Context: an optimization exercise on an open-source flow, tuned for small area, a short achievable clock period and few clock cycles per item. The choices shown serve that exercise and are no tape-out recipe. Power figures rest on the tool's default switching activity, not on a simulated workload.

Design break_reminder_timer, start of the top module:
module break_reminder_timer (
  input  logic                            clk,
  input  logic                            rst_n,
  input  logic                            in_tvalid,
  output logic                            in_tready,
  input  logic [brt_pkg::IN_TDATA_W-1:0]  in_tdata,
  input  logic [2:0]                      in_tuser,
  output logic                            out_tvalid,
  input  logic                            out_tready,
  output logic [brt_pkg::OUT_TDATA_W-1:0] out_tdata,
  input  logic                            cfg_valid,
  output logic                            cfg_ready,
  input  logic [brt_pkg::CFG_IDX_W-1:0]   cfg_index,
  input  logic [brt_pkg::CFG_DATA_W-1:0]  cfg_data
);
  logic [13:0] ivl15;
  logic [15:0] break_secs;
  logic [15:0] warn_level;
  logic [11:0] idle15;
  logic [7:0]  max_hold_min;
  logic [11:0] grace15;
  logic [8:0]  mode_bits;
  logic [21:0] work_window;
  logic        s1_vld;
  logic [2:0]  s1_req;
  logic        s1_idle;
  logic        s1_run;
  logic [3:0]  s1_busy;
  logic        out_vld;
  logic [1:0]  phase;
  logic [15:0] cd;
  logic [7:0]  hm;
  logic [5:0]  hs;
  logic [3:0]  reason;
  logic        paused;
  logic [2:0]  ev;
  logic [1:0]  n_phase;
  logic [15:0] n_cd;
  logic        n_hclr;
  logic        n_hinc;
  logic        n_zero;
  logic        n_le1;
  logic        cd_zero;
  logic        cd_le1;
  logic        hold_over;
  logic [3:0]  n_reason;
  logic        n_paused;
  logic [2:0]  n_ev;
  logic        adv;
  logic        take;
  assign cfg_ready = 1'b1;
  brt_cfg_regs u_cfg (
    .clk          (clk),
    .rst_n        (rst_n),
    .wr_en        (cfg_valid),
    .wr_index     (cfg_index),
    .wr_data      (cfg_data),
    .ivl15        (ivl15),
    .break_secs   (break_secs),
    .warn_level   (warn_level),
    .idle15       (idle15),
    .max_hold_min (max_hold_min),
    .grace15      (grace15),
    .mode_bits    (mode_bits),
  ...
Settings: LEC_CHECK=0, ABC_AREA=1, CAP_MARGIN=20, CORE_MARGIN=2, CORE_UTILIZATION=40, SETUP_SLACK_MARGIN=3.5, SLEW_MARGIN=20; clock period 6.5 ns.
run.sh (not shown) runs the stock make flow with config.mk's settings and CLKGATE_MAP_FILE= SYNTH_SCRIPT=/design/flow/synth_recipe.tcl, a recipe that flattens the netlist after the stock synthesis.
The starting point finished clean.
Next try:
==> flow/flow/run.sh (new file) <==
#!/bin/bash
# Layout flow: the standard flow (standard synthesis and ORFS layout),
# with the port buffers that buffer_ports inserts made plain buf_1 cells
# instead of the tool's default pick (a slow delay buffer).
# ORFS writes each step's log under orfs/logs; make's own output is kept in
# standard.log here.
set -euo pipefail
cd "$(dirname "$0")/.."
export BUFFER_PORTS_ARGS="-buffer_cell sky130_fd_sc_hd__buf_1"
bash standard.sh > standard.log 2>&1
==> flow/standard.sh (new file) <==
#!/bin/bash
# synth_recipe.tcl (not shown) runs the flow's synth.tcl, then flattens the netlist and writes it again
# the make line also repeats each setting of config.mk as NAME=value (left out here)
make -C /OpenROAD-flow-scripts/flow DESIGN_CONFIG=/design/flow/config.mk WORK_HOME=/design/flow/orfs CLKGATE_MAP_FILE= SYNTH_SCRIPT=/design/flow/synth_recipe.tcl "${@:-finish}"
CTS_BUF_LIST = sky130_fd_sc_hd__clkbuf_4 sky130_fd_sc_hd__clkbuf_8   (was unset)
CTS_CLUSTER_DIAMETER = 100   (was unset)
CTS_CLUSTER_SIZE = 30   (was unset)
removed: flow/run.sh
Effect:
- The new run finished clean
- routed wire length decreases slightly
- cell area goes down by a little under a tenth
- count of clock-buffer cells in the layout is unchanged
- hold slack degrades by 0.024 ns
Function was not checked in any run of this note: the RTL went through the layout flow alone.

Setup of run A:
break_reminder_timer again, from the RTL that the note above started with.
Settings: LEC_CHECK=0, ABC_AREA=1, CAP_MARGIN=20, CORE_MARGIN=2, CORE_UTILIZATION=40, CTS_BUF_LIST=sky130_fd_sc_hd__clkbuf_4 sky130_fd_sc_hd__clkbuf_8, SETUP_SLACK_MARGIN=3.5, SLEW_MARGIN=20; clock period 6.5 ns.
standard.sh (not shown) runs the stock make flow with config.mk's settings and CLKGATE_MAP_FILE= SYNTH_SCRIPT=/design/flow/synth_recipe.tcl, a recipe that flattens the netlist after the stock synthesis.
==> flow/flow/run.sh <==
#!/bin/bash
# Layout flow: the standard flow (standard synthesis and ORFS layout),
# with the port buffers that buffer_ports inserts made plain buf_1 cells
# instead of the tool's default pick (a slow delay buffer).
# ORFS writes each step's log under orfs/logs; make's own output is kept in
# standard.log here.
set -euo pipefail
cd "$(dirname "$0")/.."
export BUFFER_PORTS_ARGS="-buffer_cell sky130_fd_sc_hd__buf_1"
bash standard.sh > standard.log 2>&1
--- input diff run A..run B ---
Settings: clearing ABC_AREA, which used to be 1; clearing CTS_BUF_LIST, which used to be sky130_fd_sc_hd__clkbuf_4 sky130_fd_sc_hd__clkbuf_8.
==> flow/run.sh (new file) <==
#!/bin/bash
# synth_recipe.tcl (not shown) runs the flow's synth.tcl, then flattens the netlist and writes it again
# the make line also repeats each setting of config.mk as NAME=value (left out here)
make -C /OpenROAD-flow-scripts/flow DESIGN_CONFIG=/design/flow/config.mk WORK_HOME=/design/flow/orfs CLKGATE_MAP_FILE= SYNTH_SCRIPT=/design/flow/synth_recipe.tcl finish
removed: flow/flow/run.sh
removed: flow/standard.sh
Of run A and run B, run B shows the lower minimum setup slack after placement, with run A above it.
Delta (run B minus run A): first-pass GRT wire length fell by 1.6%; reported net switching power went up by 5.6 µW; clock tree skew after final layout did not really move; via count fell 11%; average footprint of a synthesized cell has increased.
Compared with run A, run B shows a higher depth of the critical timing path with buffers and inverters included.
Utilization: run B vs run A up 5.0 points
Here is what was changed in the inputs of run C compared with run B.
Settings: CORE_UTILIZATION now 65, was 40; ABC_AREA now 1, previously not set; CTS_BUF_LIST now sky130_fd_sc_hd__clkbuf_4 sky130_fd_sc_hd__clkbuf_8, previously not set.
==> flow/flow/run.sh (new file) <==
#!/bin/bash
# Layout flow: the standard flow (standard synthesis and ORFS layout),
# with the port buffers that buffer_ports inserts made plain buf_1 cells
# instead of the tool's default pick (a slow delay buffer).
# ORFS writes each step's log under orfs/logs; make's own output is kept in
# standard.log here.
set -euo pipefail
cd "$(dirname "$0")/.."
export BUFFER_PORTS_ARGS="-buffer_cell sky130_fd_sc_hd__buf_1"
bash standard.sh > standard.log 2>&1
==> flow/standard.sh (new file) <==
#!/bin/bash
# synth_recipe.tcl (not shown) runs the flow's synth.tcl, then flattens the netlist and writes it again
# the make line also repeats each setting of config.mk as NAME=value (left out here)
make -C /OpenROAD-flow-scripts/flow DESIGN_CONFIG=/design/flow/config.mk WORK_HOME=/design/flow/orfs CLKGATE_MAP_FILE= SYNTH_SCRIPT=/design/flow/synth_recipe.tcl "${@:-finish}"
removed: flow/run.sh
[summary]
Run C ended up with a lower critical path depth than run B did. Of the two values seen for critical path launch point, s1_req[1]$_DFFE_PP_ was produced by run B and out_tready by run C. Run C falls short of run B in routed via count. Worst-case reg-to-reg path depth was higher in the run labelled run B. [run C vs run B] post-synth design cell area: higher in run C. Run C vs run B: vertical extent of the die down.
Modified inputs, run D compared to run C
Settings: CTS_BUF_LIST: sky130_fd_sc_hd__clkbuf_4 sky130_fd_sc_hd__clkbuf_8 -> unset; CORE_UTILIZATION: 65 -> 40.
## What came out
In run D, the final instance count without filler cells came out about 10% above the value in run C.
The share of final layout cell area taken by non-clock buffers of run D and that of run C are within noise of each other.
Comparing run D and run C, leakage power is lower on run C.
Min total length of routed wires across run D and run C: run C
NOTE total number of vias run C->run D decreased slightly
Side by side, worst setup slack turned out lower in run D than in run C.
Run C vs run D, slowest cell on the critical path: sky130_fd_sc_hd__clkbuf_2 vs sky130_fd_sc_hd__buf_6
Changes in run E relative to run D:
Settings: swapping 3.5 for 4.0 in SETUP_SLACK_MARGIN.
Results
- Run D has lower multi-input logic portion of the cell area than run E.
- Changes observed in run E relative to run D: clock buffer count now sits at about the same level, combinational share of power rose 3.3 points, power attributed to the clock group fell about 10%.
- Looking at detailed-routing wirelength on met1, run E sits above run D.
- Run D -> run E: multi-input combinational gate total flat
- Going from run D to run E, total wire length after detailed routing climbed 770 µm, via count grew by 1.8%, timing-limited maximum frequency went up 0.0054 GHz, data arrival time at the worst-slack endpoint now smaller.
No run of this note included a check of the RTL's function; only the layout flow was run.

static timing again, ports no longer ideal:
How much do the figures lean on ideal ports? The routed layouts below were timed once more, with nothing changed but the port constraints. Step 1 (the two cells are an assumption about what drives the block):
set clk [get_ports {clk}]
set_driving_cell -lib_cell sky130_fd_sc_hd__clkbuf_16 $clk
set_driving_cell -lib_cell sky130_fd_sc_hd__buf_2 [delete_from_list [all_inputs] $clk]
Step 2 also shifts input and output timing later by t, the mid clock arrival at the registers, as if the neighbouring blocks saw the same clock. a / b / c = no drivers / after step 1 / after step 2; a / b = the first two.
run	t (ns)	setup WS [ns]	worst register clock-pin slew, ns
the first run of note 1	0.475	3.554 / 3.530 / 3.144	0.07 / 0.07
the second run of note 1	0.505	3.516 / 3.496 / 3.035	0.10 / 0.10
run A	0.505	3.516 / 3.496 / 3.035	0.10 / 0.10
run B	0.474	2.698 / 2.698 / 2.698	0.07 / 0.07
run C	0.508	3.549 / 3.529 / 3.130	0.10 / 0.10
run D	0.470	3.527 / 3.506 / 3.182	0.07 / 0.07
run E	0.469	3.573 / 3.532 / 3.459	0.07 / 0.07
After both steps every run listed still meets setup and hold.
